What follows belongs to an exercise in optimizing a design on an open flow for small area; a production flow would make more cautious choices. In this exercise RTL edits were held to simulation tests only and were not proved equivalent to the original. No activity file was given, so power comes from the tool's default toggle rates.

### flow/flow/run.sh
#!/bin/bash
# The standard layout (standard.sh) with these changes:
# - synthesis is the standard one (the standard flow's synthesis script, sourced
#   unchanged), except that the combinational mapping call to abc uses
#   flow/abc_area_map.script, an area-oriented mapping; abc does not touch
#   the registers;
# - ports are buffered with buf_1 instead of the default buffer;
# - CTS builds its tree from clkbuf_8/16 in clusters of up to 30 sinks,
#   without dummy loads.
# Each step's make output goes to make_<step>.log here; ORFS keeps each
# tool's full log under orfs/logs/.
set -uo pipefail
W=$(pwd)
# the synthesis script standard.sh would use
STD_SYNTH=$(grep -o 'SYNTH_SCRIPT=[^ ]*' standard.sh | head -n 1 | cut -d= -f2)
cat > "$W/area_synth.tcl" <<EOF
proc abc {args} {
  set i [lsearch -exact \$args -script]
  if {\$i >= 0} { lset args [expr {\$i + 1}] $W/flow/abc_area_map.script }
  yosys abc {*}\$args
}
source $STD_SYNTH
EOF
ARGS=(
  "SYNTH_SCRIPT=$W/area_synth.tcl"
  'BUFFER_PORTS_ARGS=-buffer_cell sky130_fd_sc_hd__buf_1'
  'CTS_ARGS=-sink_clustering_enable -repair_clock_nets -dont_use_dummy_load -buf_list {sky130_fd_sc_hd__clkbuf_8 sky130_fd_sc_hd__clkbuf_16} -sink_clustering_size 30 -sink_clustering_max_diameter 80'
)
for step in synth floorplan place cts route finish; do
  if ! bash standard.sh "${ARGS[@]}" "$step" > "make_$step.log" 2>&1; then
    tail -n 40 "make_$step.log"
    exit 1
  fi
done
ls -l out/final.def
### flow/flow/abc_area_map.script
&get -n
&st
&dch
&nf -R 1000
&put
### flow/standard.sh
#!/bin/bash
# synth_recipe.tcl (not shown) runs the flow's synth.tcl, then flattens the netlist and writes it again
# the make line also repeats each setting of config.mk as NAME=value (left out here)
make -C /OpenROAD-flow-scripts/flow DESIGN_CONFIG=/design/flow/config.mk WORK_HOME=/design/flow/orfs CLKGATE_MAP_FILE= SYNTH_SCRIPT=/design/flow/synth_recipe.tcl "${@:-finish}"
### flow/config.mk
export PLATFORM = sky130hd
export DESIGN_NAME = blit_top
export DESIGN_NICKNAME = blit_top
export VERILOG_FILES = /design/flow/design.v
export SDC_FILE = /design/flow/constraint.sdc
export NUM_CORES = 4
export LEC_CHECK = 0
export CAP_MARGIN = 20
export CORE_MARGIN = 2
export CORE_UTILIZATION = 40
export PLACE_DENSITY = 0.6
export SLEW_MARGIN = 20
### flow/constraint.sdc
create_clock -name core_clock -period 6.0 [get_ports {dma_clk}]
set_input_delay 1.2000 -clock core_clock [delete_from_list [all_inputs] [get_ports {dma_clk}]]
set_output_delay 1.2000 -clock core_clock [all_outputs]
set_load 0.01 [all_outputs]
### flow/design.v
package blit_pkg;
    localparam int addr_w       = 20;
    localparam int word_w       = 32;
    localparam int buf_words    = 9;      
    localparam int burst_len    = 8;
    localparam int guard_cycles = 16;     
    localparam int n_write_bytes = 37;
    localparam int n_read_bytes  = 4;
    localparam int n_color_bytes = 8;
    localparam int n_font_bytes  = 6;
    localparam int readout_first = 4;     
    localparam int readout_end   = 36;
    localparam int status_busy_bit  = 0;
    localparam int status_ready_bit = 1;
    localparam logic [15:0] fcolor_reset = 16'hffff;
    localparam logic [15:0] bcolor_reset = 16'h0000;
    typedef union packed {
        logic [word_w-1:0]        word;
        logic [word_w/8-1:0][7:0] bytes;   
        logic [1:0][word_w/2-1:0] pix;     
    } buf_word_u;
    typedef enum logic [2:0] {
        st_idle,
        st_load,
        st_mem_wait,
        st_font_run,
        st_read_ack,
        st_readout
    } seq_state_e;
endpackage
`timescale 1ns/1ps
module blit_top (
    input  logic        dma_clk,
    input  logic        rst_n,
    input  logic [7:0]  mcu_din,
    input  logic        mcu_clk,
    input  logic        mcu_dir,
    input  logic [31:0] mem_rd_data,
    input  logic        mem_rd_data_valid,
    input  logic        mem_init_calib,
    output logic [7:0]  mcu_dout,
    output logic        mem_cmd,
    output logic        mem_cmd_en,
    output logic [19:0] mem_addr,
    output logic [31:0] mem_wr_data,
    output logic [3:0]  mem_data_mask
);
    localparam logic [2:0] S_IDLE  = 3'd0;
    localparam logic [2:0] S_LOAD  = 3'd1;
    localparam logic [2:0] S_FONT  = 3'd2;
    localparam logic [2:0] S_WAIT  = 3'd3;
    localparam logic [2:0] S_BURST = 3'd4;
    localparam logic [2:0] S_DONE  = 3'd5;
    localparam logic [2:0] S_RACK  = 3'd6;
    localparam logic [2:0] S_ROUT  = 3'd7;
    logic [3:0] clk_s;
    logic [2:0] dir_s;
    logic       clk_rise, dir;
    assign clk_rise = clk_s[2] & ~clk_s[3];
    assign dir      = dir_s[2];
    always_ff @(posedge dma_clk or negedge rst_n) begin
        if (!rst_n) begin
            clk_s <= '0;
            dir_s <= '0;
        end else begin
            clk_s <= {clk_s[2:0], mcu_clk};
            dir_s <= {dir_s[1:0], mcu_dir};
        end
    end
    logic [2:0]  state;
    logic [5:0]  cnt;        
    logic        is_read;    
    logic        is_font;    
    logic [15:0] fcolor_n, bcolor_n;
    logic        col_set;    
    logic [19:0] addr;
    logic [7:0]  wmask;
    logic [7:0][7:0] lane_n [4];   
    logic byte_in, fall, issue, step;
    logic ld_data, cap, wr_shift, rd_shift;
    logic c_sat, c_wr, c_rd, c_font, c_col;
    assign c_sat  = cnt[5] & cnt[2] & cnt[1];                  
    assign c_wr   = cnt[5] & cnt[2] & ~cnt[1] & cnt[0];        
    assign c_rd   = cnt == 6'd4;
    assign c_font = cnt == 6'd6;
    assign c_col  = cnt == 6'd8;
    assign byte_in   = (state == S_LOAD) & clk_rise & dir;
    assign fall      = (state == S_LOAD) & ~dir;
    assign issue     = (state == S_WAIT) & mem_init_calib & ~mem_rd_data_valid;
    assign step      = (state == S_BURST) & (~is_read | mem_rd_data_valid);
    assign ld_data   = byte_in & (cnt[5] ? ~cnt[2] : (cnt[4] | cnt[3] | cnt[2]));
    assign cap       = (state == S_BURST) & is_read & mem_rd_data_valid;
    assign wr_shift  = (state == S_BURST) & ~is_read & ~is_font;
    assign rd_shift  = (state == S_ROUT) & clk_rise & (cnt[1:0] == 2'd3);
    always_ff @(posedge dma_clk or negedge rst_n) begin
        if (!rst_n) begin
            state      <= S_IDLE;
            cnt        <= '0;
            is_read    <= 1'b0;
            is_font    <= 1'b0;
            mem_cmd_en <= 1'b0;
            col_set    <= 1'b0;
            bcolor_n   <= 16'hffff;
        end else begin
            mem_cmd_en <= issue;
            if ((state == S_IDLE) || (state == S_WAIT) || (state == S_DONE) || fall) begin
                cnt <= '0;
            end else if ((byte_in && !c_sat) || (state == S_FONT) || step ||
                         ((state == S_ROUT) && clk_rise)) begin
                cnt <= cnt + 6'd1;
            end
            if (fall) begin
                is_read <= c_rd;
                is_font <= c_font;
                if (c_col) begin
                    col_set  <= 1'b1;
                    bcolor_n <= {lane_n[3][7], lane_n[2][7]};
                end
            end
            case (state)
                S_IDLE:  if (dir) state <= S_LOAD;
                S_LOAD:  if (fall) state <= (c_wr || c_rd) ? S_WAIT :
                                            c_font          ? S_FONT : S_IDLE;
                S_FONT:  if (cnt[3] && cnt[0]) state <= S_WAIT;             
                S_WAIT:  if (issue) state <= S_BURST;
                S_BURST: if (step && cnt[2:0] == 3'd7) state <= S_DONE;
                S_DONE:  state <= is_read ? S_RACK : S_IDLE;
                S_RACK:  if (clk_rise) state <= S_ROUT;
                S_ROUT:  if (clk_rise && cnt[4:0] == 5'd31) state <= S_IDLE;
                default: state <= S_IDLE;
            endcase
        end
    end
    always_ff @(posedge dma_clk) begin
        if (byte_in && cnt == 6'd0) addr[7:0]   <= mcu_din;
        if (byte_in && cnt == 6'd1) addr[15:8]  <= mcu_din;
        if (byte_in && cnt == 6'd2) addr[19:16] <= mcu_din[3:0];
        if (byte_in && (cnt == 6'd5 || (cnt[5] && cnt[2]))) wmask <= mcu_din;
        if (fall && c_col) begin
            fcolor_n <= {lane_n[1][7], lane_n[0][7]};
        end
        for (int j = 0; j < 4; j++) begin
            if (cap || wr_shift || rd_shift || (ld_data && cnt[1:0] == 2'(j))) begin
                for (int s = 0; s < 7; s++) lane_n[j][s] <= lane_n[j][s+1];
                lane_n[j][7] <= ~(cap ? mem_rd_data[8*j +: 8] : mcu_din);
            end
        end
    end
    logic [1:0]  g;          
    logic [31:0] head_n;
    logic [7:0]  rd_byte_n;
    always_comb begin
        case (cnt[1:0])
            2'd0: g = ~lane_n[0][7][7:6];
            2'd1: g = ~lane_n[0][7][5:4];
            2'd2: g = ~lane_n[0][7][3:2];
            default: g = ~lane_n[0][7][1:0];
        endcase
        case (cnt[1:0])
            2'd0: rd_byte_n = lane_n[0][0];
            2'd1: rd_byte_n = lane_n[1][0];
            2'd2: rd_byte_n = lane_n[2][0];
            default: rd_byte_n = lane_n[3][0];
        endcase
    end
    assign head_n = {lane_n[3][0], lane_n[2][0], lane_n[1][0], lane_n[0][0]};
    logic [1:0] pf, pb;
    assign pf = {2{is_font & col_set}} & g;
    assign pb = {2{is_font}} & ~g;
    assign mem_cmd       = ~is_read;
    assign mem_addr      = addr;
    assign mem_wr_data   = ~(({32{~is_font}} & head_n)
                           | {{16{pf[0]}} & fcolor_n | {16{pb[0]}} & bcolor_n,
                              {16{pf[1]}} & fcolor_n | {16{pb[1]}} & bcolor_n});
    assign mem_data_mask = wmask[cnt[2:0]] ? 4'h0 : 4'hf;
    assign mcu_dout      = (state == S_ROUT) ? ~rd_byte_n
                                             : {6'b0, state == S_RACK,
                                                state == S_LOAD || state == S_FONT ||
                                                state == S_WAIT || state == S_BURST ||
                                                state == S_DONE};
endmodule
==> results of run 1 <==
## cell usage after synthesis, drive strengths merged (3+ instances only)
cell and number:
ha 7, a21o 7, nand2b 11, a21oi 11, edfxtp 300, a211oi 7
buf 3, o21ai 40, and3 7, nor3 3, nor2b 7, nor2 20
a222oi 40, dfstp 16, clkinv 8, nand3 9, nand2 59, dfrtp 20
## through the flow
step           utilization, %  std cells
6_report                 45.2       1118
5_1_grt                  45.2       1118
4_1_cts                  45.2       1118
3_5_place_dp             43.8       1102
3_3_place_gp             43.8       1102
2_1_floorplan               -        601
## flip-flops by register name (all words and copies together) (netlist names), 4 cells and up
| register | count |
|---|---|
| cnt | 6 |
| addr | 20 |
| lane_n | 256 |
| fcolor_n | 16 |
| wmask | 8 |
| clk_s | 4 |
| bcolor_n | 16 |
## final cells by class
type,instances,area (sq um),share of cell area (%)
Clock buffer,16,400,3.09
Inverter,8,30.0,0.232
Timing Repair Buffer,120,485,3.75
Sequential cell,336,9930,76.7
Multi-Input combinational cell,254,1610,12.5
Tap cell,384,480,3.71
## cell families (layout without fill, tap and decap cells)
group | after synthesis | after routing | share of synthesized area [%]
AND/OR/NAND/NOR | 126 | 126 | 5.05
adder cells (fa/ha/maj) | 7 | 7 | 0.757
flip-flops | 336 | 336 | 85.8
XOR/XNOR | 2 | 2 | 0.151
AO/OA/AOI/OAI | 116 | 116 | 7.33
multiplexers | 3 | 3 | 0.476
buffers and inverters | 11 | 144 | 0.454
## metal layers
layer	track usage [%]	vias up
li1	-	2688
met1	20.8	3025
met2	25.2	180
met3	2.23	50
met4	6.72	0
met5	0	-
## final timing paths
check                                     start                      end  slack (ns)  cells past startpoint
hold / removal               clk_s[0]$_DFF_PN0_       clk_s[1]$_DFF_PN0_        0.35                      0
setup / recovery             cnt[0]$_DFFE_PN0P_          mem_wr_data[29]        1.23                      9
hold reg to reg              clk_s[0]$_DFF_PN0_       clk_s[1]$_DFF_PN0_        0.35                      0
setup reg to reg           state[0]$_DFFE_PN0P_  lane_n[1][26]$_DFFE_PP_        2.36                      6
max in group asynchronous                 rst_n     mem_cmd_en$_DFF_PN0_        4.58                      1
min in group asynchronous                 rst_n       cnt[4]$_DFFE_PN0P_        0.82                      1
## power by group
group          total [mW]  leakage (nW)  switching (mW)  internal (mW)
sequential           3.25          3.13           0.209           3.04
clock                1.14         0.197           0.654          0.482
combinational       0.637         0.817           0.424          0.213
## critical path, stage by stage (launching register included)
cell and delay, ns:
dfrtp_1 0.57, clkinv_1 0.21, ha_1 0.41, clkinv_1 0.12, o22ai_1 0.08, nor3_1 0.19
a21oi_1 0.07, and3_1 0.52, a222oi_1 0.69, buf_1 0.22
==> results.toml, run 1 <==
[status]
status = "finished clean"

[route]
wl_met3_mm = 1.13
first_pass_iters = 5
vias = 5943
via_per_inst = 5.32
drtIter0Drc = 754
drt-wirelength-per-cell_microns = 21.4
wl_mm = 23.9
drc = 0
wl_met1_mm = 10.1
ant_nets = 0
dr_wl_met2_mm = 11.8
top_layer = "met4"

[synthesis]
syn_nets = 654
netlist_area_sq_um = 11600
syn_inst = 601
synth_top_area_cell = "edfxtp_1"
synth_top_area_share_pct = 77.8
syn_area_per_cell_sq_um = 19.3
synth_edf_count = 300
synthTopCellsByArea = "edfxtp_1 (78%), dfrtp_1 (4.3%), dfstp_2 (3.6%)"
ys_types = 38
ys_seq_elements = 336
ys_seq_area_share_pct = 85.8
synth_top_flop_cell = "edfxtp_1"
yosys_warnings = 2
synthArstFlopShare_pct = 10.7

[clock_network]
post_cts_resized = 0
path_clk_slew_ns = 0.08
cts_max_level = 1
clkLatencyLatePin_ns = 0.51
holdBufCountCts = 0
cts_tree = "built"
cts_inserted_buffers = 16
postCtsSetupBuffers = 0
clock-sinks = 336
clockBufferDepth = 3
cts_root_buf = "clkbuf_16"

[timing]
final.min_clock_period_ns = 4.77
finalHoldViolations = 0
layout_setup_ws_ns = 1.23
slew_headroom_pct = 38.8
fin_skew_ns = 0.0486
max_freq_ghz = 0.210
setup_viol = 0
maxSlewViolCount = 0
holdWs_ns = 0.354
setup_tns_ns = 0
max_slew.worst_pin.slew_ns = 0.919
rsz0062_at_grt = "no"
period_share_pct = 79.5

[die]
io-pin-count = 112
dieWidth_microns = 174
dieHeight_microns = 174
core-area_sq_um = 28600
start_util_pct = 40.4
die_area_sq_um = 30300
num_rows = 62

[finish]
final.fill_count = 2464
finalNetCount = 789
layout_common_cells = "edfxtp_1 (300), buf_1 (110), nand2_1 (59), a222oi_1 (40), o21ai_0 (40)"
final_common_cell = "edfxtp_1"
drive_gt1_share_pct = 6.68
final_cell_area_sq_um = 12900
area_growth_pct = 11.8
num_antenna_cells = 0

[global_routing]
grt.overflow.total = 0
grt_max_degree = 65
gr-usage-all-layers_pct = 15.5
grt_first_pass_wirelength_mm = 35.0
antenna_found_initial = 0
grt_pass1_vias = 5717

[worst_setup_path]
worstSetupPathType = "reg2out"
required_ns = 4.80
end_kind = "primary output"
cp.arrival_ns = 3.57
crit_path_max_fanout = 16
start_kind = "register"

[placement]
dp_hpwl_mm = 15.9
pre_cts_slack_ns = 1.81
place_congestion = 0.942
portBuffers = 111
placed_area_sq_um = 12500

[power_and_ir_drop]
ir_drop_mv = 0.153
fin_total_pwr_mw = 5.02
p_leak_nw = 4.14
powerDensity_nw_per_um2 = 388

[min_path]
hold_path_class = "reg2reg"

[flow_run]
max_cap_violations = 0
==> run 2, diff against run 1 <==
--- a/flow/flow/run.sh
+++ b/flow/flow/run.sh
@@ -5,7 +5,7 @@
 #   flow/abc_area_map.script, an area-oriented mapping; abc does not touch
 #   the registers;
 # - ports are buffered with buf_1 instead of the default buffer;
-# - CTS builds its tree from clkbuf_8/16 in clusters of up to 30 sinks,
+# - CTS builds its tree from clkbuf_8 in clusters of up to 20 sinks,
 #   without dummy loads.
 # Each step's make output goes to make_<step>.log here; ORFS keeps each
 # tool's full log under orfs/logs/.
@@ -24,7 +24,7 @@
 ARGS=(
   "SYNTH_SCRIPT=$W/area_synth.tcl"
   'BUFFER_PORTS_ARGS=-buffer_cell sky130_fd_sc_hd__buf_1'
-  'CTS_ARGS=-sink_clustering_enable -repair_clock_nets -dont_use_dummy_load -buf_list {sky130_fd_sc_hd__clkbuf_8 sky130_fd_sc_hd__clkbuf_16} -sink_clustering_size 30 -sink_clustering_max_diameter 80'
+  'CTS_ARGS=-sink_clustering_enable -repair_clock_nets -dont_use_dummy_load -buf_list sky130_fd_sc_hd__clkbuf_8 -sink_clustering_size 20 -sink_clustering_max_diameter 60'
 )
 for step in synth floorplan place cts route finish; do
   if ! bash standard.sh "${ARGS[@]}" "$step" > "make_$step.log" 2>&1; then
--- a/flow/config.mk
+++ b/flow/config.mk
@@ -7,6 +7,6 @@
 export LEC_CHECK = 0
 export CAP_MARGIN = 20
 export CORE_MARGIN = 2
-export CORE_UTILIZATION = 40
-export PLACE_DENSITY = 0.6
+export CORE_UTILIZATION = 65
+export PLACE_DENSITY = 0.8
 export SLEW_MARGIN = 20
==> run 2 against run 1 <==
  * Still clean
  * Sequential power about the same
  * Power shrank 4.0%
  * Hold slack improved by 0.0030 ns
  * Highest routed layer unchanged
  * Via count increased by 3.1%
  * Global-route usage rose by 8.7 points
  * Utilization grew 27 points
  * Routed wire length is 5.4% lower
  * Die area is 38% lower
  * Synthesized area stayed put
  * Largest cell class unchanged
==> results.toml, run 2 <==
[status]
status = "finished clean"

[flow_run]
max_cap_violations = 0

[synthesis]
muxShareOfSynthArea_pct = 0.476
yosys-top-cells-count = "edfxtp_1 (300), nand2_1 (59), a222oi_1 (40), o21ai_0 (40)"
synth_fa_ha_area_share_pct = 0.757
synth_top_area_cell = "edfxtp_1"
synth_top_family_by_area = "compound AO/OA/AOI/OAI gates"
syn_area_per_cell_sq_um = 19.3
netlist_area_sq_um = 11600
syn_inst = 601
synthSimpleGateAreaFrac_pct = 5.05
ys_types = 38
synth_xor_area_share_pct = 0.151
synth_edf_count = 300
synthArstFlopShare_pct = 10.7
synth-compound-area-share_pct = 7.33
ys_seq_elements = 336
yosys_warnings = 2
yosys.cell_count.top_type = "edfxtp_1"
synthTopCellsByArea = "edfxtp_1 (78%), dfrtp_1 (4.3%), dfstp_2 (3.6%)"
ys_seq_area_share_pct = 85.8
syn_nets = 654
synth_top_flop_cell = "edfxtp_1"
synth_top_area_share_pct = 77.8

[global_routing]
grt.overflow.total = 0
grt_first_pass_wirelength_mm = 33.3
grt_max_degree = 65
grt_pass1_vias = 5724
antenna_found_initial = 1
gr-usage-all-layers_pct = 24.2

[placement]
place_congestion = 0.935
dp_hpwl_mm = 15.0
portBuffers = 111
pre_cts_slack_ns = 1.89

[route]
drtIter0Drc = 894
dr_wl_met2_mm = 10.9
ant_nets = 0
wl_met3_mm = 1.77
via_per_inst = 6.36
first_pass_iters = 9
vias = 6128
drc = 0
top_layer = "met4"
wl_mm = 22.6
drt-wirelength-per-cell_microns = 23.5
wl_met1_mm = 9.20

[clock_network]
clkLatencyLatePin_ns = 0.56
clock-sinks = 336
path_clk_slew_ns = 0.11
holdBufCountCts = 0
cts_max_level = 1
cts_inserted_buffers = 21
clockBufferDepth = 3
post_cts_resized = 0
cts_root_buf = "clkbuf_8"
postCtsSetupBuffers = 0
cts_tree = "built"

[worst_setup_path]
cp.arrival_ns = 3.54
reg2reg_from = "state[0]$_DFFE_PN0P_"
crit_top_cell = "clkinv_1"
crit_path_max_fanout = 16
start_kind = "register"
r2r_end = "fcolor_n[1]$_DFFE_PP_"
max_stage_delay_ns = 0.63
worstRegToRegCells = 6
worstSetupPathType = "reg2out"
crit_family = "compound AO/OA/AOI/OAI gates"
required_ns = 4.80
path_cells = "clkinv_1, ha_1, clkinv_1, o22ai_1, nor3_1, a21oi_1, and3_1, a222oi_1, buf_1"
crit_buf_inv = 3
end_kind = "primary output"
cp_slowest_cell = "a222oi_1"
r2r_setup_slack_ns = 2.54

[power_and_ir_drop]
fin_total_pwr_mw = 4.82
internal-power_mw = 3.57
seqPwrFrac_pct = 67.6
switching_share_pct = 26.0
p_switching_mw = 1.25
p_leak_nw = 4.09
powerDensity_nw_per_um2 = 383
ir_drop_mv = 0.236
p_comb_share_pct = 13.2
p_clk_share_pct = 19.3

[timing]
finalHoldViolations = 0
max_slew.worst_pin.slew_ns = 0.993
setup_tns_ns = 0
final.min_clock_period_ns = 4.74
layout_setup_ws_ns = 1.26
max_freq_ghz = 0.211
setup_viol = 0
slew_headroom_pct = 33.8
rsz0062_at_grt = "no"
period_share_pct = 79.0
fin_skew_ns = 0.0595
maxSlewViolCount = 0

[finish]
layout_common_cells = "edfxtp_1 (300), buf_1 (110), nand2_1 (59), a222oi_1 (40), o21ai_0 (40)"
final_common_cell = "edfxtp_1"
area_growth_pct = 8.86
drive_gt1_share_pct = 7.06
largest_reg_flops = 256
final.fill_count = 1047
regMostFlops = "lane_n"
finalNetCount = 792
final_util_pct = 72.6
reg.largest.list = "lane_n (256), addr (20)"

[die]
dieHeight_microns = 137
start_util_pct = 66.7
dieWidth_microns = 137
num_rows = 48
core-area_sq_um = 17400
io-pin-count = 112
die_area_sq_um = 18900

[min_path]
hold_path_class = "reg2reg"
holdCritStartpoint = "dir_s[0]$_DFF_PN0_"
hold_end = "dir_s[1]$_DFF_PN0_"
hold_depth = 0
-- run 2: power groups by stage --
stage	Combinational, mW	Clock, mW	Sequential [mW]
floorplan	0.443	0	3.21
global placement	0.606	0	3.28
global route	0.701	1.03	3.30
CTS	0.632	0.951	3.26
finish	0.634	0.929	3.26
detailed placement	0.631	0	3.30
-- run 2: worst max path at each step --
| stage | cells after the start | from | slack [ns] | end |
|---|---|---|---|---|
| after floorplan | 3 | mem_rd_data_valid | 1.81 | lane_n[0][0]$_DFFE_PP_ |
| after global placement | 9 | cnt[0]$_DFFE_PN0P_ | 2.07 | mem_wr_data[24] |
| after detailed placement | 9 | cnt[0]$_DFFE_PN0P_ | 1.89 | mem_wr_data[29] |
| after CTS | 9 | cnt[0]$_DFFE_PN0P_ | 1.30 | mem_wr_data[29] |
| after global routing | 9 | cnt[0]$_DFFE_PN0P_ | 1.03 | mem_wr_data[8] |
| final | 9 | cnt[0]$_DFFE_PN0P_ | 1.26 | mem_wr_data[29] |
-- run 2: final cells by class --
| class | instances | area (sq um) | share of cell area [%] |
|---|---|---|---|
| tap | 225 | 282 | 2.23 |
| clock buffer | 21 | 289 | 2.29 |
| multi-input combinational | 254 | 1600 | 12.7 |
| inverter | 8 | 30.0 | 0.238 |
| timing repair buffer | 118 | 470 | 3.73 |
| sequential | 336 | 9930 | 78.8 |
| antenna | 1 | 2.50 | 0.0199 |
-- run 2: kinds of logic (layout without fill, tap and decap cells) --
logic type,Yosys count,after routing
adders and majority gates,7,7
DFF,336,336
buffers and inverters,11,147
and+or+nand+nor,126,126
other,0,1
muxes,3,3
xor gates and xnor gates,2,2
AOI/OAI and AO/OA,116,116
-- run 2: metrics by stage --
stage	hold slack, ns	area, sq um	instances
detailed placement	0.341	12300	941
global placement	0.333	12300	941
floorplan	0.331	11600	601
global route	0.373	12600	963
finish	0.357	12600	963
CTS	0.359	12600	962
-- run 2: per-layer routing --
layer / GRT usage, % / vias to the layer above
met5: 0 / -
met4: 8.25 / 0
met3: 3.05 / 57
met2: 37.5 / 325
met1: 36.5 / 3063
li1: - / 2683
==> run 3, diff against run 2 <==
--- a/flow/design.v
+++ b/flow/design.v
@@ -58,13 +58,17 @@
     logic       clk_rise, dir;
     assign clk_rise = clk_s[2] & ~clk_s[3];
     assign dir      = dir_s[2];
+    always_ff @(posedge dma_clk) begin
+        clk_s[0] <= mcu_clk;
+        dir_s[0] <= mcu_dir;
+    end
     always_ff @(posedge dma_clk or negedge rst_n) begin
         if (!rst_n) begin
-            clk_s <= '0;
-            dir_s <= '0;
+            clk_s[3:1] <= '0;
+            dir_s[2:1] <= '0;
         end else begin
-            clk_s <= {clk_s[2:0], mcu_clk};
-            dir_s <= {dir_s[1:0], mcu_dir};
+            clk_s[3:1] <= clk_s[2:0];
+            dir_s[2:1] <= dir_s[1:0];
         end
     end
     logic [2:0]  state;
@@ -95,23 +99,12 @@
     always_ff @(posedge dma_clk or negedge rst_n) begin
         if (!rst_n) begin
             state      <= S_IDLE;
-            cnt        <= '0;
-            is_read    <= 1'b0;
-            is_font    <= 1'b0;
             mem_cmd_en <= 1'b0;
             col_set    <= 1'b0;
             bcolor_n   <= 16'hffff;
         end else begin
             mem_cmd_en <= issue;
-            if ((state == S_IDLE) || (state == S_WAIT) || (state == S_DONE) || fall) begin
-                cnt <= '0;
-            end else if ((byte_in && !c_sat) || (state == S_FONT) || step ||
-                         ((state == S_ROUT) && clk_rise)) begin
-                cnt <= cnt + 6'd1;
-            end
             if (fall) begin
-                is_read <= c_rd;
-                is_font <= c_font;
                 if (c_col) begin
                     col_set  <= 1'b1;
                     bcolor_n <= {lane_n[3][7], lane_n[2][7]};
@@ -129,6 +122,18 @@
                 S_ROUT:  if (clk_rise && cnt[4:0] == 5'd31) state <= S_IDLE;
                 default: state <= S_IDLE;
             endcase
+        end
+    end
+    always_ff @(posedge dma_clk) begin
+        if ((state == S_IDLE) || (state == S_WAIT) || (state == S_DONE) || fall) begin
+            cnt <= '0;
+        end else if ((byte_in && !c_sat) || (state == S_FONT) || step ||
+                     ((state == S_ROUT) && clk_rise)) begin
+            cnt <= cnt + 6'd1;
+        end
+        if (fall) begin
+            is_read <= c_rd;
+            is_font <= c_font;
         end
     end
     always_ff @(posedge dma_clk) begin
--- a/flow/config.mk
+++ b/flow/config.mk
@@ -7,6 +7,6 @@
 export LEC_CHECK = 0
 export CAP_MARGIN = 20
 export CORE_MARGIN = 2
-export CORE_UTILIZATION = 65
-export PLACE_DENSITY = 0.8
+export CORE_UTILIZATION = 75
+export PLACE_DENSITY = 0.9
 export SLEW_MARGIN = 20
==> run 3 against run 2 <==
  * First-iteration DRC count increased by 22%
  * Setup slack got worse by 0.091 ns
  * Via count increased by 2.3%
  * Flip-flop and latch count unchanged
  * Combinational power decreased by about 70%
  * Non-clock buffer count increased by 1
  * Synthesized cell count decreased by 0.17%
  * Global-route usage increased by 4.5 points
  * Largest power group unchanged
==> results.toml, run 3 <==
[power_and_ir_drop]
seqPwrFrac_pct = 69.9
powerDensity_nw_per_um2 = 292
p_clk_share_pct = 24.9
p_switching_uw = 753
ir_drop_mv = 0.244
switching_share_pct = 20.6
p_leak_nw = 4.00
p_comb_share_pct = 5.2
fin_total_pwr_mw = 3.65
internal-power_mw = 2.90

[timing]
setup_tns_ns = 0
max_freq_ghz = 0.207
period_share_pct = 80.5
slew_headroom_pct = 32.8
finalHoldViolations = 0
final.min_clock_period_ns = 4.83
rsz0062_at_grt = "no"
max_slew.worst_pin.slew_ns = 1.01
fin_skew_ns = 0.0607
setup_viol = 0
maxSlewViolCount = 0

[worst_setup_path]
cp_slowest_cell = "a222oi_1"
cp.arrival_ns = 3.63
required_ns = 4.80
crit_family = "compound AO/OA/AOI/OAI gates"
end_kind = "primary output"
path_cells = "clkinv_1, ha_1, clkinv_1, o22ai_1, nor3_1, a21oi_1, and3_1, a222oi_1, buf_1"
crit_buf_inv = 3
max_stage_delay_ns = 0.65
crit_top_cell = "clkinv_1"
start_kind = "register"
worstRegToRegCells = 5
crit_path_max_fanout = 16
r2r_end = "lane_n[3][47]$_DFFE_PP_"
reg2reg_from = "cnt[0]$_SDFFE_PP0P_"
r2r_setup_slack_ns = 2.61
setup.worst_path.end = "mem_wr_data[12]"
worstSetupPathType = "reg2out"
setup.worst_path.start = "cnt[0]$_SDFFE_PP0P_"
cp.depth = 9

[synthesis]
synth_top_flop_cell = "edfxtp_1"
yosys-top-cells-count = "edfxtp_1 (302), nand2_1 (60), a222oi_1 (40)"
synthArstFlopShare_pct = 7.74
synth_top_area_cell = "edfxtp_1"
syn_nets = 652
yosys.cell_count.top_type = "edfxtp_1"
synth_top_area_share_pct = 78.8
ys_seq_area_share_pct = 86.0
yosys_warnings = 2
syn_area_per_cell_sq_um = 19.2
synthTopCellsByArea = "edfxtp_1 (79%), dfstp_2 (3.7%), a222oi_1 (3.5%)"
ys_seq_elements = 336
netlist_area_sq_um = 11500
synth_edf_count = 302
ys_types = 34
syn_inst = 600

[global_routing]
grt_max_degree = 65
met2_usage_pct = 45.5
grt.overflow.total = 0
grt_pass1_vias = 5941
grt.met3_usage_pct = 5.01
gr-usage-all-layers_pct = 28.7
antenna_found_initial = 0
grt_first_pass_wirelength_mm = 34.2
grt-busiest-layer = "met2"
grtUsageMet1_pct = 40.3

[placement]
dp_hpwl_mm = 15.5
portBuffers = 111
placed_area_sq_um = 12200
place_congestion = 1.03

[route]
vias = 6267
via_per_inst = 6.78
drc = 0
drt-wirelength-per-cell_microns = 25.1
drtIter0Drc = 1092
first_pass_iters = 6
wl_mm = 23.2
ant_nets = 0

[status]
status = "finished clean"

[clock_network]
cts_inserted_buffers = 20
clockBufferDepth = 3
cts_tree = "built"
clkLatencyLatePin_ns = 0.56
postCtsSetupBuffers = 0
cts_max_level = 1
cts_root_buf = "clkbuf_8"
holdBufCountCts = 0
post_cts_resized = 0
path_clk_slew_ns = 0.12
clock-sinks = 336

[min_path]
holdCritStartpoint = "clk_s[0]$_DFF_P_"
hold_path_class = "reg2reg"

[finish]
reg.largest.list = "lane_n (256), addr (20)"
final_common_cell = "edfxtp_1"
regMostFlops = "lane_n"
drive_gt1_share_pct = 6.93
largest_reg_flops = 256
final_util_pct = 82.8
area_growth_pct = 8.48
final_cell_area_sq_um = 12500
finalNetCount = 790
layout_common_cells = "edfxtp_1 (302), buf_1 (111), nand2_1 (60), a222oi_1 (40), o21ai_0 (38)"
final.fill_count = 689
num_antenna_cells = 0

[die]
core-area_sq_um = 15100
dieWidth_microns = 128
dieHeight_microns = 128
num_rows = 45
io-pin-count = 112
start_util_pct = 76.3
die_area_sq_um = 16400

[flow_run]
max_cap_violations = 0
## run 3: layer usage
metal / vias up / wire length (microns) / part of all wire, %
met5: - / 0 / 0
met4: 0 / 1230 / 5.3
met3: 92 / 2200 / 9.5
met2: 487 / 11200 / 48
met1: 3018 / 8610 / 37
li1: 2670 / - / -
## run 3: final cells by class
class                   count  area (sq um)  area share, %
flip-flops and latches    336          9900           79.3
multi-input cells         251          1570           12.5
repair buffers            119           477           3.82
clock buffers              20           275           2.20
well taps                 188           235           1.88
inverters                  10          37.5          0.301
## run 3: worst min-delay path by stage
stage	endpoint	slack, ns	cells after the start
detailed placement	clk_s[1]$_DFF_PN0_	0.33	0
floorplan	clk_s[1]$_DFF_PN0_	0.32	0
finish	clk_s[1]$_DFF_PN0_	0.34	0
CTS	clk_s[1]$_DFF_PN0_	0.34	0
global route	clk_s[1]$_DFF_PN0_	0.35	0
global placement	dir_s[1]$_DFF_PN0_	0.32	0
## run 3: through the flow
| step | cells | setup WS (ns) | hold slack, ns |
|---|---|---|---|
| global route | 924 | 0.935 | 0.346 |
| CTS | 924 | 1.29 | 0.340 |
| finish | 924 | 1.17 | 0.337 |
| floorplan | 600 | 1.82 | 0.316 |
| detailed placement | 904 | 1.91 | 0.326 |
| global placement | 904 | 2.18 | 0.322 |
## run 3: kinds of logic (layout without fill, tap and decap cells)
family | after synthesis | in the layout | synth area share (%)
adder cells (fa/ha/maj) | 6 | 6 | 0.652
AO/OA/AOI/OAI | 110 | 110 | 6.93
flip-flops | 336 | 336 | 86.0
multiplexers | 6 | 6 | 0.750
XOR/XNOR | 2 | 2 | 0.152
AND/OR/NAND/NOR | 127 | 127 | 5.01
buffers and inverters | 13 | 149 | 0.522
## run 3: power groups by stage
stage                     Clock, mW  Combinational [mW]  Sequential, mW
after floorplan                   0               0.105            2.60
after global placement            0               0.169            2.60
after detailed placement          0               0.182            2.60
after CTS                     0.915               0.183            2.55
after global routing          0.992               0.201            2.55
final                         0.909               0.190            2.55
==> run 4, diff against run 3 <==
--- a/flow/config.mk
+++ b/flow/config.mk
@@ -7,6 +7,6 @@
 export LEC_CHECK = 0
 export CAP_MARGIN = 20
 export CORE_MARGIN = 2
-export CORE_UTILIZATION = 75
-export PLACE_DENSITY = 0.9
+export CORE_UTILIZATION = 65
+export PLACE_DENSITY = 0.8
 export SLEW_MARGIN = 20
==> run 4 against run 3 <==
  * Combinational power about the same
  * Cell area is 0.55% higher
  * Die area up 15%
  * Synthesized area is the same
  * Critical path depth rose by 1
  * Sequential power is essentially flat
  * Clock power increased by 2.5%
  * Synthesized cell count did not move
  * Setup slack gained 0.23 ns
  * Hold slack got worse by 0.0018 ns
  * Maximum frequency up 4.9%
  * Power up 0.58%
==> results.toml, run 4 <==
[status]
status = "finished clean"

[timing]
max_freq_ghz = 0.217
finalHoldViolations = 0
maxSlewViolCount = 0
period_share_pct = 76.8
fin_skew_ns = 0.0281
setup_viol = 0
max_slew.worst_pin.slew_ns = 1.03
rsz0062_at_grt = "no"
slew_headroom_pct = 31.4
setup_tns_ns = 0
holdWs_ns = 0.336
final.min_clock_period_ns = 4.61

[synthesis]
yosys-top-cells-count = "edfxtp_1 (302), nand2_1 (60), a222oi_1 (40)"
synth_top_flop_cell = "edfxtp_1"
synthArstFlopShare_pct = 7.74
netlist_area_sq_um = 11500
ys_seq_elements = 336
synth_edf_count = 302
synth_top_area_cell = "edfxtp_1"
synthTopCellsByArea = "edfxtp_1 (79%), dfstp_2 (3.7%), a222oi_1 (3.5%)"
yosys.cell_count.top_type = "edfxtp_1"
synth_top_area_share_pct = 78.8
syn_nets = 652
syn_area_per_cell_sq_um = 19.2
ys_types = 34
ys_seq_area_share_pct = 86.0
syn_inst = 600
yosys_warnings = 2

[flow_run]
max_cap_violations = 0

[worst_setup_path]
crit_family = "simple AND/OR/NAND/NOR gates"
crit_buf_inv = 4
crit_path_max_fanout = 12
cp.depth = 10
worstSetupPathType = "reg2out"
worstRegToRegCells = 5
path_cells = "clkinv_1, ha_1, clkinv_1, o22ai_1, nor3_1, a21oi_1, nor2_1, buf_4, a222oi_1, buf_1"
end_kind = "primary output"
cp.arrival_ns = 3.41
start_kind = "register"
cp_slowest_cell = "nor2_1"
crit_top_cell = "clkinv_1"
required_ns = 4.80
max_stage_delay_ns = 0.69

[finish]
num_antenna_cells = 0
final.fill_count = 1061
drive_gt1_share_pct = 7.31
area_growth_pct = 9.07
final_common_cell = "edfxtp_1"
reg.largest.list = "lane_n (256), addr (20)"
largest_reg_flops = 256
finalNetCount = 793
layout_common_cells = "edfxtp_1 (302), buf_1 (111), nand2_1 (60), a222oi_1 (40), o21ai_0 (38)"
regMostFlops = "lane_n"

[die]
core-area_sq_um = 17300
num_rows = 48
die_area_sq_um = 18800
dieWidth_microns = 137
start_util_pct = 66.6
dieHeight_microns = 137
io-pin-count = 112

[power_and_ir_drop]
p_leak_nw = 4.02
internal-power_mw = 2.91
p_switching_uw = 759
ir_drop_mv = 0.233
seqPwrFrac_pct = 69.5
p_clk_share_pct = 25.4
p_comb_share_pct = 5.1
powerDensity_nw_per_um2 = 292
switching_share_pct = 20.7

[route]
ant_nets = 0
vias = 6175
first_pass_iters = 8
drc = 0
via_per_inst = 6.41
drt-wirelength-per-cell_microns = 24.5
wl_mm = 23.6
drtIter0Drc = 962

[global_routing]
grt_first_pass_wirelength_mm = 34.4
antenna_found_initial = 0
grt_pass1_vias = 5834
grt.overflow.total = 0
grt_max_degree = 65
gr-usage-all-layers_pct = 25.3

[clock_network]
path_clk_slew_ns = 0.11
cts_tree = "built"
cts_root_buf = "clkbuf_8"
cts_max_level = 1
clkLatencyLatePin_ns = 0.54
cts_inserted_buffers = 21
clockBufferDepth = 3
clock-sinks = 336
holdBufCountCts = 0
postCtsSetupBuffers = 0
post_cts_resized = 0

[placement]
place_congestion = 0.901
portBuffers = 111
dp_hpwl_mm = 15.9

[min_path]
hold_depth = 0
hold_path_class = "reg2reg"
==> run 4: path summary, 6_finish.rpt <==
path	from	slack, ns	endpoint
setup / recovery	cnt[0]$_SDFFE_PP0P_	1.39	mem_wr_data[2]
max in group asynchronous	rst_n	5.00	bcolor_n[7]$_DFFE_PN1P_
hold / removal	clk_s[0]$_DFF_P_	0.34	clk_s[1]$_DFF_PN0_
setup reg to reg	state[1]$_DFFE_PN0P_	2.67	fcolor_n[15]$_DFFE_PP_
hold reg to reg	clk_s[0]$_DFF_P_	0.34	clk_s[1]$_DFF_PN0_
min in group asynchronous	rst_n	0.64	dir_s[2]$_DFF_PN0_
==> run 4: layout make-up <==
cell class	instances	area, sq um	area share [%]
repair buffers	121	492	3.92
well taps	225	282	2.24
clock buffers	21	289	2.30
inverters	10	37.5	0.299
flip-flops and latches	336	9900	78.8
multi-input cells	251	1560	12.4
==> run 4: cells by family after synthesis <==
| logic type | after synthesis | share of synthesized area [%] |
|---|---|---|
| AO/OA/AOI/OAI | 110 | 6.93 |
| buffers and inverters | 13 | 0.522 |
| AND/OR/NAND/NOR | 127 | 5.01 |
| adder cells (fa/ha/maj) | 6 | 0.652 |
| XOR/XNOR | 2 | 0.152 |
| flip-flops | 336 | 86.0 |
| multiplexers | 6 | 0.750 |
==> run 4: metrics by stage <==
step / instances / cell area (sq um) / worst slack, ns / utilization (%) / total power [mW]
6_report: 964 / 12600 / 1.39 / 72.6 / 3.67
5_1_grt: 964 / 12600 / 1.10 / 72.6 / 3.78
4_1_cts: 964 / 12600 / 1.43 / 72.6 / 3.69
3_5_place_dp: 943 / 12300 / 2.02 / 70.9 / 2.79
3_3_place_gp: 943 / 12300 / 2.18 / 70.9 / 2.78
2_1_floorplan: 600 / 11500 / 1.82 / - / 2.70
==> run 4: layer usage <==
metal | track usage (%) | share of wire [%] | up-vias
li1 | - | - | 2677
met1 | 37.9 | 40 | 3039
met2 | 39.3 | 47 | 391
met3 | 3.26 | 8.7 | 68
met4 | 9.16 | 3.8 | 0
met5 | 0 | 0 | -
==> run 4: power groups by stage <==
stage / Combinational (mW) / Sequential (mW) / Clock (mW)
floorplan: 0.105 / 2.60 / 0
global placement: 0.180 / 2.60 / 0
detailed placement: 0.184 / 2.60 / 0
CTS: 0.185 / 2.55 / 0.954
global route: 0.202 / 2.56 / 1.02
finish: 0.188 / 2.55 / 0.932

==> what the ideal ports hide <==
The flow's constraints put no driver on any port. The routed layouts listed below were extracted and timed again, unchanged, in two steps. Step 1 assumes that a clkbuf_16 drives the clock port and a buf_2 every other input. Step 2 moves the port delays by t, midway between the first and last clock arrival at a register: inputs arrive t later, outputs are due t later. That takes back most of the time a late clock gives input paths. Three values: ideal, step 1, step 2; two values: the first two.
run | shift t [ns] | setup WS [ns] | clock arrival spread, ns
run 1 | 0.535 | 1.233 / 1.185 / 1.721 | 0.055 / 0.055
run 2 | 0.567 | 1.259 / 1.220 / 1.786 | 0.059 / 0.059
run 3 | 0.571 | 1.167 / 1.129 / 1.700 | 0.061 / 0.061
run 4 | 0.568 | 1.394 / 1.355 / 1.922 | 0.029 / 0.029
After both steps setup and hold are still met in every run listed.
